This is an optimization exercise on Yosys and OpenROAD, whose aim is small area, not a production implementation.
In this exercise RTL edits were held to simulation tests only and were not proved equivalent to the original.
Power is estimated from default activity; no workload was simulated.

## acw_gate
module acw_gate (
	input  logic        clk,
	input  logic        rst_n,
	input  logic        host_a_valid,
	input  logic [2:0]  host_a_opcode,
	input  logic [31:0] host_a_address,
	input  logic [31:0] host_a_data,
	input  logic [7:0]  host_a_source,
	input  logic [1:0]  host_a_size,
	input  logic [3:0]  host_a_mask,
	input  logic        host_d_ready,
	output logic        host_d_valid,
	output logic [2:0]  host_d_opcode,
	output logic [31:0] host_d_data,
	output logic [7:0]  host_d_source,
	output logic        host_d_error,
	output logic        host_a_ready,
	output logic        dev_a_valid,
	output logic [2:0]  dev_a_opcode,
	output logic [31:0] dev_a_address,
	output logic [31:0] dev_a_data,
	output logic [7:0]  dev_a_source,
	output logic [1:0]  dev_a_size,
	output logic [3:0]  dev_a_mask,
	output logic        dev_d_ready,
	input  logic        dev_d_valid,
	input  logic [2:0]  dev_d_opcode,
	input  logic [31:0] dev_d_data,
	input  logic [7:0]  dev_d_source,
	input  logic        dev_d_error,
	input  logic        dev_a_ready,
	input  logic        cpu_a_valid,
	input  logic [2:0]  cpu_a_opcode,
	input  logic [31:0] cpu_a_address,
	input  logic [31:0] cpu_a_data,
	input  logic [7:0]  cpu_a_source,
	input  logic [1:0]  cpu_a_size,
	input  logic [3:0]  cpu_a_mask,
	input  logic        cpu_d_ready,
	output logic        cpu_d_valid,
	output logic [2:0]  cpu_d_opcode,
	output logic [31:0] cpu_d_data,
	output logic [7:0]  cpu_d_source,
	output logic        cpu_d_error,
	output logic        cpu_a_ready,
	output logic        irq
);
Size: ~1,700 cells after synthesis, ~390 I/O pins, ~0.020 sq mm of cells after synthesis.
export LEC_CHECK = 0
export CAP_MARGIN = 20
export CORE_MARGIN = 2
export CORE_UTILIZATION = 40
export CTS_BUF_LIST = sky130_fd_sc_hd__clkbuf_8
export CTS_CLUSTER_DIAMETER = 100
export CTS_CLUSTER_SIZE = 30
export SETUP_SLACK_MARGIN = 0
export SLEW_MARGIN = 20
export BUFFER_PORTS_ARGS = -buffer_cell sky130_fd_sc_hd__buf_1
export REMOVE_ABC_BUFFERS = 1
export CTS_ARGS = -sink_clustering_enable -repair_clock_nets -dont_use_dummy_load -buf_list sky130_fd_sc_hd__clkbuf_8 -sink_clustering_size 16 -sink_clustering_max_diameter 60
create_clock -name core_clock -period 6.0 [get_ports {clk}]
standard.sh (not shown) runs the stock make flow with config.mk's settings and CLKGATE_MAP_FILE= SYNTH_SCRIPT=/design/flow/synth_recipe.tcl, a recipe that flattens the netlist after the stock synthesis.
==> flow/flow/run.sh <==
#!/bin/bash
# Standard ORFS layout with these changes:
#  - port buffers use the smallest buffer cell (repair upsizes where timing needs it)
#  - buffers left by synthesis are removed at floorplan (repair re-buffers where needed)
#  - clock tree synthesis without dummy loads, with larger sink clusters
set -euo pipefail
cat >> config.mk <<'EOC'
export BUFFER_PORTS_ARGS = -buffer_cell sky130_fd_sc_hd__buf_1
export REMOVE_ABC_BUFFERS = 1
export CTS_ARGS = -sink_clustering_enable -repair_clock_nets -dont_use_dummy_load -buf_list sky130_fd_sc_hd__clkbuf_8 -sink_clustering_size 16 -sink_clustering_max_diameter 60
EOC
bash standard.sh finish > standard_flow.log 2>&1
The baseline ran to the end with no violations.
Then changed:
- CORE_UTILIZATION: 40 -> 60
- CTS_BUF_LIST: sky130_fd_sc_hd__clkbuf_8 -> default
- CTS_CLUSTER_DIAMETER: 100 -> default
- CTS_CLUSTER_SIZE: 30 -> default
After rerunning:
- The changed run ran to the end with no violations
- synthesized cell count is unchanged
- synthesized area is unchanged
- power drops slightly
- worst setup slack got worse by 0.063 ns
- die area drops by a quarter to a third
- via count climbs slightly
- count of clock-buffer cells in the layout drops by 4
- global-route usage climbs by 12 points
Then changed:
--- a/flow/flow/run.sh
+++ b/flow/flow/run.sh
@@ -5,0 +6 @@
+#  - after the standard synthesis, repair may not use the largest buffer cells
@@ -11,0 +13,4 @@
+bash standard.sh synth > synth_flow.log 2>&1
+cat >> config.mk <<'EOC'
+export DONT_USE_CELLS += sky130_fd_sc_hd__buf_4 sky130_fd_sc_hd__buf_6 sky130_fd_sc_hd__buf_8 sky130_fd_sc_hd__buf_12 sky130_fd_sc_hd__buf_16 sky130_fd_sc_hd__bufbuf_8 sky130_fd_sc_hd__bufbuf_16
+EOC
--- a/flow/config.mk
+++ b/flow/config.mk
@@ -10 +10,4 @@
-export CORE_UTILIZATION = 60
+export CORE_UTILIZATION = 40
+export CTS_BUF_LIST = sky130_fd_sc_hd__clkbuf_8
+export CTS_CLUSTER_DIAMETER = 100
+export CTS_CLUSTER_SIZE = 30
@@ -15,0 +19 @@
+export DONT_USE_CELLS += sky130_fd_sc_hd__buf_4 sky130_fd_sc_hd__buf_6 sky130_fd_sc_hd__buf_8 sky130_fd_sc_hd__buf_12 sky130_fd_sc_hd__buf_16 sky130_fd_sc_hd__bufbuf_8 sky130_fd_sc_hd__bufbuf_16
The new run finished with timing, DRC and antenna clean.
Wire length is higher by 6.5%.
Sequential power is about the same.
Sequential cell count does not change.
Global-route usage shrinks by 11 points.
Clock skew came out lower by 0.0041 ns.
Then changed:
--- a/flow/config.mk
+++ b/flow/config.mk
@@ -10,4 +10 @@
-export CORE_UTILIZATION = 40
-export CTS_BUF_LIST = sky130_fd_sc_hd__clkbuf_8
-export CTS_CLUSTER_DIAMETER = 100
-export CTS_CLUSTER_SIZE = 30
+export CORE_UTILIZATION = 55
After rerunning: The changed run completed with no timing, DRC or antenna violations; synthesized cell count stays the same; hold slack gets worse by 0.017 ns; count of clock-buffer cells in the layout goes down by 2; final area goes down by 1.1%.
Then changed:
--- a/flow/flow/run.sh
+++ b/flow/flow/run.sh
@@ -15 +15 @@
-export DONT_USE_CELLS += sky130_fd_sc_hd__buf_4 sky130_fd_sc_hd__buf_6 sky130_fd_sc_hd__buf_8 sky130_fd_sc_hd__buf_12 sky130_fd_sc_hd__buf_16 sky130_fd_sc_hd__bufbuf_8 sky130_fd_sc_hd__bufbuf_16
+export DONT_USE_CELLS += sky130_fd_sc_hd__buf_6 sky130_fd_sc_hd__buf_8 sky130_fd_sc_hd__buf_12 sky130_fd_sc_hd__buf_16 sky130_fd_sc_hd__bufbuf_8 sky130_fd_sc_hd__bufbuf_16
--- a/flow/config.mk
+++ b/flow/config.mk
@@ -8 +8 @@
-export CAP_MARGIN = 20
+export CAP_MARGIN = 5
@@ -10 +10 @@
-export CORE_UTILIZATION = 55
+export CORE_UTILIZATION = 40
@@ -12 +12 @@
-export SLEW_MARGIN = 20
+export SLEW_MARGIN = 5
@@ -16 +16 @@
-export DONT_USE_CELLS += sky130_fd_sc_hd__buf_4 sky130_fd_sc_hd__buf_6 sky130_fd_sc_hd__buf_8 sky130_fd_sc_hd__buf_12 sky130_fd_sc_hd__buf_16 sky130_fd_sc_hd__bufbuf_8 sky130_fd_sc_hd__bufbuf_16
+export DONT_USE_CELLS += sky130_fd_sc_hd__buf_6 sky130_fd_sc_hd__buf_8 sky130_fd_sc_hd__buf_12 sky130_fd_sc_hd__buf_16 sky130_fd_sc_hd__bufbuf_8 sky130_fd_sc_hd__bufbuf_16
=>
- The changed run finished with timing, DRC and antenna clean
- clock power barely changes
- clock skew came out higher by 0.0070 ns
- sequential power barely changes
- setup slack got worse by 0.027 ns
- cell area came out higher by 1.2%
- final cell count came out higher by 7.5%
- synthesized cell count is unchanged
Then changed:
==> flow/flow/run.sh (replaced) <==
#!/bin/bash
# Standard ORFS layout with two changes: the port buffers are the smallest buffer cell, and the
# buffers that synthesis leaves are removed at floorplan (repair re-buffers where needed).
set -euo pipefail
cat >> config.mk <<'EOC'
export BUFFER_PORTS_ARGS = -buffer_cell sky130_fd_sc_hd__buf_1
export REMOVE_ABC_BUFFERS = 1
EOC
bash standard.sh finish > standard_flow.log 2>&1
==> flow/config.mk (replaced) <==
export PLATFORM = sky130hd
export DESIGN_NAME = acw_gate
export DESIGN_NICKNAME = acw_gate
export VERILOG_FILES = /design/flow/design.v
export SDC_FILE = /design/flow/constraint.sdc
export NUM_CORES = 4
export LEC_CHECK = 0
export CAP_MARGIN = 20
export CORE_MARGIN = 2
export CORE_UTILIZATION = 40
export CTS_BUF_LIST = sky130_fd_sc_hd__clkbuf_4
export SETUP_SLACK_MARGIN = 0
export SLEW_MARGIN = 20
export BUFFER_PORTS_ARGS = -buffer_cell sky130_fd_sc_hd__buf_1
export REMOVE_ABC_BUFFERS = 1
What happened:
- The changed run completed without violations
- synthesized cell count is unchanged
- non-clock buffer count drops by 27
- register-to-register slack improves by 0.19 ns
- combinational power barely changes
- first-iteration DRC count climbs by about 13%

========
## build 66
The RTL this note starts from:
==> flow/design.v <==
module acw_gate (
	input  logic        clk,
	input  logic        rst_n,
	input  logic        host_a_valid,
	input  logic [2:0]  host_a_opcode,
	input  logic [31:0] host_a_address,
	input  logic [31:0] host_a_data,
	input  logic [7:0]  host_a_source,
	input  logic [1:0]  host_a_size,
	input  logic [3:0]  host_a_mask,
	input  logic        host_d_ready,
	output logic        host_d_valid,
	output logic [2:0]  host_d_opcode,
	output logic [31:0] host_d_data,
	output logic [7:0]  host_d_source,
	output logic        host_d_error,
	output logic        host_a_ready,
	output logic        dev_a_valid,
	output logic [2:0]  dev_a_opcode,
	output logic [31:0] dev_a_address,
	output logic [31:0] dev_a_data,
	output logic [7:0]  dev_a_source,
	output logic [1:0]  dev_a_size,
	output logic [3:0]  dev_a_mask,
	output logic        dev_d_ready,
	input  logic        dev_d_valid,
	input  logic [2:0]  dev_d_opcode,
	input  logic [31:0] dev_d_data,
	input  logic [7:0]  dev_d_source,
	input  logic        dev_d_error,
	input  logic        dev_a_ready,
	input  logic        cpu_a_valid,
	input  logic [2:0]  cpu_a_opcode,
	input  logic [31:0] cpu_a_address,
	input  logic [31:0] cpu_a_data,
	input  logic [7:0]  cpu_a_source,
	input  logic [1:0]  cpu_a_size,
	input  logic [3:0]  cpu_a_mask,
	input  logic        cpu_d_ready,
	output logic        cpu_d_valid,
	output logic [2:0]  cpu_d_opcode,
	output logic [31:0] cpu_d_data,
	output logic [7:0]  cpu_d_source,
	output logic        cpu_d_error,
	output logic        cpu_a_ready,
	output logic        irq
);
	logic        rsp_valid_q;
	logic        rsp_op_q;
	logic [31:0] rsp_data_q;
	logic [7:0]  rsp_src_q;
	logic        rsp_err_q;
	logic [7:0] ofs;
	logic accept, is_put, is_get, in_map, is_rd, is_wr, ok, wr_ok;
	assign accept = cpu_a_valid && !rsp_valid_q;
	assign ofs = cpu_a_address[9:2];
	assign is_put = (cpu_a_opcode == 3'd0) || (cpu_a_opcode == 3'd1);
	assign is_get = cpu_a_opcode == 3'd4;
	assign in_map = ofs < 8'd17;
	assign is_rd = in_map && (ofs != 8'd0) && (ofs != 8'd6);
	assign is_wr = in_map && ((ofs == 8'd0) || (ofs >= 8'd4));
	assign ok = (cpu_a_size == 2'd2) && (&cpu_a_mask) && (cpu_a_address[31:10] == 22'd0) &&
		((is_put && is_wr) || (is_get && is_rd));
	assign wr_ok = accept && ok && is_put;
	logic [31:0] cfg_q [0:1];
	logic [29:0] bnd_q [0:7];
	logic [9:0]  tv_q;
	logic [9:0]  we;
	always_comb begin
		for (int k = 0; k < 10; k++)
			we[k] = wr_ok && (ofs == 8'(k + 7));
	end
	always_ff @(posedge clk) begin
		for (int k = 0; k < 2; k++)
			if (we[k]) cfg_q[k] <= cpu_a_data;
		for (int k = 0; k < 8; k++)
			if (we[k + 2]) bnd_q[k] <= cpu_a_data[29:0];
	end
	always_ff @(posedge clk, negedge rst_n) begin
		if (!rst_n) tv_q <= '0;
		else tv_q <= tv_q | we;
	end
	logic [29:0] ra;
	logic [7:0] lt;
	logic [7:0] tor, pr, pw;
	logic [7:0] match;
	logic allow;
	assign ra = host_a_address[31:2];
	function automatic logic less(input logic [29:0] a, input logic [29:0] b);
		logic c;
		c = 1'b0;
		for (int i = 0; i < 30; i++)
			c = (!a[i] && b[i]) || ((!a[i] || b[i]) && c);
		less = c;
	endfunction
	always_comb begin
		for (int i = 0; i < 8; i++) begin
			lt[i] = tv_q[i + 2] && less(ra, bnd_q[i]);
			tor[i] = tv_q[i / 4] && (cfg_q[i / 4][(i % 4) * 8 + 3 +: 2] == 2'd1);
			pr[i] = cfg_q[i / 4][(i % 4) * 8];
			pw[i] = cfg_q[i / 4][(i % 4) * 8 + 1];
		end
		match[0] = tor[0] && lt[0];
		for (int i = 1; i < 8; i++)
			match[i] = tor[i] && lt[i] && !lt[i - 1];
	end
	logic hit, sr, sw;
	always_comb begin
		hit = 1'b0;
		sr = 1'b0;
		sw = 1'b0;
		for (int i = 7; i >= 0; i--) begin
			if (match[i]) begin
				hit = 1'b1;
				sr = pr[i];
				sw = pw[i];
			end
		end
		case (host_a_opcode)
			3'd4: allow = hit && sr;
			3'd0, 3'd1: allow = hit && sw;
			default: allow = 1'b0;
		endcase
	end
	logic [1:0]  st_q;
	logic        deny_q;
	logic        rec_v_q;
	logic [31:0] rec_addr_q;
	logic [2:0]  rec_op_q;
	logic [7:0]  rec_src_q;
	logic        idle, pend, denied, go_idle;
	assign idle = st_q == 2'd0;
	assign pend = st_q == 2'd1 || st_q == 2'd2;
	assign denied = idle && host_a_valid && !allow;
	assign go_idle = wr_ok && (ofs == 8'd0);
	always_ff @(posedge clk, negedge rst_n) begin
		if (!rst_n) begin
			st_q <= 2'd0;
			deny_q <= 1'b0;
			rec_v_q <= 1'b0;
		end else begin
			deny_q <= denied;
			if (denied) rec_v_q <= 1'b1;
			case (st_q)
				2'd0: if (denied) st_q <= 2'd1;
				2'd1: begin
					if (go_idle) st_q <= host_d_ready ? 2'd0 : 2'd2;
					else if (host_d_ready) st_q <= 2'd3;
				end
				2'd2: if (host_d_ready) st_q <= 2'd0;
				default: if (go_idle) st_q <= 2'd0;
			endcase
		end
	end
	always_ff @(posedge clk) begin
		if (denied) begin
			rec_addr_q <= host_a_address;
			rec_op_q <= host_a_opcode;
			rec_src_q <= host_a_source;
		end
	end
	assign dev_a_valid = idle && host_a_valid && allow;
	assign dev_a_opcode = host_a_opcode;
	assign dev_a_address = host_a_address;
	assign dev_a_data = host_a_data;
	assign dev_a_source = host_a_source;
	assign dev_a_size = host_a_size;
	assign dev_a_mask = host_a_mask;
	assign dev_d_ready = host_d_ready && !pend;
	assign host_d_valid = pend || dev_d_valid;
	assign host_d_opcode = pend ? {2'b00, rec_op_q == 3'd4} : dev_d_opcode;
	assign host_d_data = pend ? 32'd0 : dev_d_data;
	assign host_d_source = pend ? rec_src_q : dev_d_source;
	assign host_d_error = pend || dev_d_error;
	assign host_a_ready = idle && dev_a_ready && allow;
	logic intr_state_q, intr_en_q;
	logic [31:0] rdata;
	logic rd_go;
	logic [16:1] rs;
	assign rd_go = accept && ok && is_get;
	always_comb begin
		for (int k = 1; k <= 16; k++)
			rs[k] = rd_go && (ofs == 8'(k));
		rs[1] = rs[1] && rec_v_q;
		rs[2] = rs[2] && rec_v_q;
		for (int k = 0; k < 10; k++)
			rs[k + 7] = rs[k + 7] && tv_q[k];
	end
	always_comb begin
		rdata = ({32{rs[1]}} & rec_addr_q) | ({32{rs[2]}} & {29'd0, rec_op_q}) |
			({32{rs[3]}} & {30'd0, st_q}) | ({32{rs[4]}} & {31'd0, intr_state_q}) |
			({32{rs[5]}} & {31'd0, intr_en_q}) | ({32{rs[7]}} & cfg_q[0]) |
			({32{rs[8]}} & cfg_q[1]);
		for (int k = 0; k < 8; k++)
			rdata = rdata | ({32{rs[k + 9]}} & {2'b00, bnd_q[k]});
	end
	always_ff @(posedge clk, negedge rst_n) begin
		if (!rst_n) begin
			rsp_valid_q <= 1'b0;
			rsp_op_q <= 1'b0;
			rsp_data_q <= '0;
			rsp_src_q <= '0;
			rsp_err_q <= 1'b0;
		end else if (accept) begin
			rsp_valid_q <= 1'b1;
			rsp_op_q <= is_get || !ok;
			rsp_data_q <= rdata;
			rsp_src_q <= cpu_a_source;
			rsp_err_q <= !ok;
		end else if (cpu_d_ready) begin
			rsp_valid_q <= 1'b0;
		end
	end
	always_ff @(posedge clk, negedge rst_n) begin
		if (!rst_n) begin
			intr_state_q <= 1'b0;
			intr_en_q <= 1'b0;
		end else begin
			if (deny_q || (wr_ok && (ofs == 8'd6) && cpu_a_data[0]))
				intr_state_q <= 1'b1;
			else if (wr_ok && (ofs == 8'd4))
				intr_state_q <= 1'b0;
			if (wr_ok && (ofs == 8'd5))
				intr_en_q <= cpu_a_data[0];
		end
	end
	assign cpu_d_valid = rsp_valid_q;
	assign cpu_d_opcode = {2'b00, rsp_op_q};
	assign cpu_d_data = rsp_data_q;
	assign cpu_d_source = rsp_src_q;
	assign cpu_d_error = rsp_err_q;
	assign cpu_a_ready = !rsp_valid_q;
	assign irq = intr_state_q && intr_en_q;
endmodule
Settings: LEC_CHECK=0, CAP_MARGIN=20, CORE_MARGIN=2, CORE_UTILIZATION=40, CTS_BUF_LIST=sky130_fd_sc_hd__clkbuf_8, CTS_CLUSTER_DIAMETER=100, CTS_CLUSTER_SIZE=30, SETUP_SLACK_MARGIN=0, SLEW_MARGIN=20, BUFFER_PORTS_ARGS=-buffer_cell sky130_fd_sc_hd__buf_1, REMOVE_ABC_BUFFERS=1, CTS_ARGS=-sink_clustering_enable -repair_clock_nets -dont_use_dummy_load -buf_list sky130_fd_sc_hd__clkbuf_8 -sink_clustering_size 16 -sink_clustering_max_diameter 60; clock period 6.0 ns.
==> flow/flow/run.sh <==
#!/bin/bash
# Standard ORFS layout with these changes:
#  - port buffers use the smallest buffer cell (repair upsizes where timing needs it)
#  - buffers left by synthesis are removed at floorplan (repair re-buffers where needed)
#  - clock tree synthesis without dummy loads, with larger sink clusters
#  - after the standard synthesis, repair may not use the largest buffer cells
set -euo pipefail
cat >> config.mk <<'EOC'
export BUFFER_PORTS_ARGS = -buffer_cell sky130_fd_sc_hd__buf_1
export REMOVE_ABC_BUFFERS = 1
export CTS_ARGS = -sink_clustering_enable -repair_clock_nets -dont_use_dummy_load -buf_list sky130_fd_sc_hd__clkbuf_8 -sink_clustering_size 16 -sink_clustering_max_diameter 60
EOC
bash standard.sh synth > synth_flow.log 2>&1
cat >> config.mk <<'EOC'
export DONT_USE_CELLS += sky130_fd_sc_hd__buf_6 sky130_fd_sc_hd__buf_8 sky130_fd_sc_hd__buf_12 sky130_fd_sc_hd__buf_16 sky130_fd_sc_hd__bufbuf_8 sky130_fd_sc_hd__bufbuf_16
EOC
bash standard.sh finish > standard_flow.log 2>&1
Build 66 completed; timing, DRC and antenna clean
## Diff of input files: build 69 against build 66
==> flow/flow/run.sh <==
#!/bin/bash
# Standard ORFS layout with these changes:
#  - port buffers use the smallest buffer cell (repair upsizes where timing needs it)
#  - buffers left by synthesis are removed at floorplan (repair re-buffers where needed)
#  - clock tree synthesis without dummy loads, with larger sink clusters
set -euo pipefail
cat >> config.mk <<'EOC'
export BUFFER_PORTS_ARGS = -buffer_cell sky130_fd_sc_hd__buf_1
export REMOVE_ABC_BUFFERS = 1
export CTS_ARGS = -sink_clustering_enable -repair_clock_nets -dont_use_dummy_load -buf_list sky130_fd_sc_hd__clkbuf_16 -sink_clustering_size 30 -sink_clustering_max_diameter 60
EOC
bash standard.sh finish > standard_flow.log 2>&1
--- a/flow/config.mk
+++ b/flow/config.mk
@@ -16,4 +16,3 @@
 export BUFFER_PORTS_ARGS = -buffer_cell sky130_fd_sc_hd__buf_1
 export REMOVE_ABC_BUFFERS = 1
-export CTS_ARGS = -sink_clustering_enable -repair_clock_nets -dont_use_dummy_load -buf_list sky130_fd_sc_hd__clkbuf_8 -sink_clustering_size 16 -sink_clustering_max_diameter 60
-export DONT_USE_CELLS += sky130_fd_sc_hd__buf_6 sky130_fd_sc_hd__buf_8 sky130_fd_sc_hd__buf_12 sky130_fd_sc_hd__buf_16 sky130_fd_sc_hd__bufbuf_8 sky130_fd_sc_hd__bufbuf_16
+export CTS_ARGS = -sink_clustering_enable -repair_clock_nets -dont_use_dummy_load -buf_list sky130_fd_sc_hd__clkbuf_16 -sink_clustering_size 30 -sink_clustering_max_diameter 60
--- outcome ---
- Critical path depth for build 69: 2 down relative to build 66
- Build 69 — combinational fraction of design power 1.6 points lower, build 66 as reference
- Amount of wire on met3 after detailed routing, build 69 vs build 66: up by a few percent
- Between build 69 and build 66, worst setup slack is lower for build 66, build 69 comes in above that.
- Compared with build 66, build 69 shows fmax that has gone up slightly.
- Of the two candidates, build 66 has the worse routed wire length and build 69 the better one.
- [compare] base=build 66 new=build 69: via count of the first global-routing pass rose by about 0.44%; count of clock-buffer cells in the layout shows a reduction of about 5.4%; total power moved up; number of buffers added by the clock tree synthesis step moved down.
- In build 69 the global-route usage turned out 0.19 points lower than in build 66.
diff inputs: build 69 => build 42
==> flow/flow/run.sh <==
#!/bin/bash
# Standard ORFS layout with these changes:
#  - port buffers use the smallest buffer cell (repair upsizes where timing needs it)
#  - buffers left by synthesis are removed at floorplan (repair re-buffers where needed)
#  - clock tree synthesis without dummy loads, with larger sink clusters
#  - after the standard synthesis, repair may not use the largest buffer cells
set -euo pipefail
cat >> config.mk <<'EOC'
export BUFFER_PORTS_ARGS = -buffer_cell sky130_fd_sc_hd__buf_1
export REMOVE_ABC_BUFFERS = 1
export CTS_ARGS = -sink_clustering_enable -repair_clock_nets -dont_use_dummy_load -buf_list sky130_fd_sc_hd__clkbuf_4 -sink_clustering_size 10 -sink_clustering_max_diameter 40
EOC
bash standard.sh synth > synth_flow.log 2>&1
cat >> config.mk <<'EOC'
export DONT_USE_CELLS += sky130_fd_sc_hd__buf_6 sky130_fd_sc_hd__buf_8 sky130_fd_sc_hd__buf_12 sky130_fd_sc_hd__buf_16 sky130_fd_sc_hd__bufbuf_8 sky130_fd_sc_hd__bufbuf_16
EOC
bash standard.sh finish > standard_flow.log 2>&1
--- a/flow/config.mk
+++ b/flow/config.mk
@@ -16,3 +16,4 @@
 export BUFFER_PORTS_ARGS = -buffer_cell sky130_fd_sc_hd__buf_1
 export REMOVE_ABC_BUFFERS = 1
-export CTS_ARGS = -sink_clustering_enable -repair_clock_nets -dont_use_dummy_load -buf_list sky130_fd_sc_hd__clkbuf_16 -sink_clustering_size 30 -sink_clustering_max_diameter 60
+export CTS_ARGS = -sink_clustering_enable -repair_clock_nets -dont_use_dummy_load -buf_list sky130_fd_sc_hd__clkbuf_4 -sink_clustering_size 10 -sink_clustering_max_diameter 40
+export DONT_USE_CELLS += sky130_fd_sc_hd__buf_6 sky130_fd_sc_hd__buf_8 sky130_fd_sc_hd__buf_12 sky130_fd_sc_hd__buf_16 sky130_fd_sc_hd__bufbuf_8 sky130_fd_sc_hd__bufbuf_16
--- outcome ---
Worst hold slack | build 42 above build 69. For the sequential share of layout area, build 42 came in 1.2 points higher than build 69 did. Max routed wire length across build 69 and build 42: build 42. Build 42 ended up with met4 as its highest signal layer in the routed design; build 69 ended up with met5.
Input-level comparison between build 31 and build 42:
==> flow/run.sh (new file) <==
#!/bin/bash
# synth_recipe.tcl (not shown) runs the flow's synth.tcl, then flattens the netlist and writes it again
# the make line also repeats each setting of config.mk as NAME=value (left out here)
make -C /OpenROAD-flow-scripts/flow DESIGN_CONFIG=/design/flow/config.mk WORK_HOME=/design/flow/orfs CLKGATE_MAP_FILE= SYNTH_SCRIPT=/design/flow/synth_recipe.tcl finish
==> flow/config.mk <==
export PLATFORM = sky130hd
export DESIGN_NAME = acw_gate
export DESIGN_NICKNAME = acw_gate
export VERILOG_FILES = /design/flow/design.v
export SDC_FILE = /design/flow/constraint.sdc
export NUM_CORES = 4
export LEC_CHECK = 0
export CAP_MARGIN = 20
export CORE_MARGIN = 2
export CORE_UTILIZATION = 40
export CTS_BUF_LIST = sky130_fd_sc_hd__clkbuf_4
export SETUP_SLACK_MARGIN = 0
export SLEW_MARGIN = 20
removed: flow/flow/run.sh
removed: flow/standard.sh
Results
- Comparing build 31 against build 42, there is no change at all in width of the chip.
- Looking at share of total power in the clock network, build 31 sits above build 42.
- Lower total power consumption of the routed design goes to build 42 over build 31.
- Comparing build 31 against build 42, there is no change at all in multiplexer share of the synthesized area.
- Build 31 finished every stage and its layout cleared the timing, design-rule and antenna checks.

## re-timing with driven ports
The results above use ideal ports. As a check the final layouts listed here were re-extracted and re-timed, cells and wires unchanged.
Step 1 sets driving cells, clkbuf_16 on the clock port and buf_2 on the other inputs (assumed; they add their load-dependent delay and slew).
Step 2, shift: input delay + t, output delay - t, t = (earliest + latest rising clock arrival at the registers) / 2. This alone moves slack from input paths to output paths.
Three values: ideal ports, drivers, drivers and shift; two values: the first two.
run | t (ns) | slack for setup (ns) | hold WS [ns] | clock arrival spread, ns | pins driven straight from the clock port
the first run of note 1 | 0.671 | 0.200 / 0.180 / 0.180 | 0.438 / 0.438 / 0.438 | 0.089 / 0.089 | 1
the second run of note 1 | 0.599 | 0.137 / 0.114 / 0.114 | 0.469 / 0.469 / 0.469 | 0.064 / 0.064 | 1
the third run of note 1 | 0.675 | 0.138 / 0.115 / 0.115 | 0.462 / 0.462 / 0.462 | 0.064 / 0.064 | 1
the fourth run of note 1 | 0.625 | 0.121 / 0.099 / 0.099 | 0.445 / 0.445 / 0.445 | 0.053 / 0.054 | 1
the fifth run of note 1 | 0.662 | 0.094 / 0.070 / 0.070 | 0.472 / 0.472 / 0.472 | 0.063 / 0.063 | 1
the sixth run of note 1 | 0.900 | 0.221 / 0.200 / 0.200 | 0.434 / 0.434 / 0.434 | 0.074 / 0.074 | 1
build 66 | 0.662 | 0.094 / 0.070 / 0.070 | 0.472 / 0.472 / 0.472 | 0.063 / 0.063 | 1
build 69 | 0.610 | 0.181 / 0.151 / 0.151 | 0.433 / 0.433 / 0.433 | 0.048 / 0.048 | 1
build 42 | 0.834 | 0.085 / 0.062 / 0.062 | 0.471 / 0.471 / 0.471 | 0.139 / 0.138 | 1
build 31 | 0.901 | 0.123 / 0.088 / 0.088 | 0.331 / 0.307 / 0.431 | 0.049 / 0.049 | 1
After both steps every run listed still meets setup and hold. The setup slack of build 31, which loses most, moves by -0.035 ns with the drivers and by -0.035 ns with both steps.
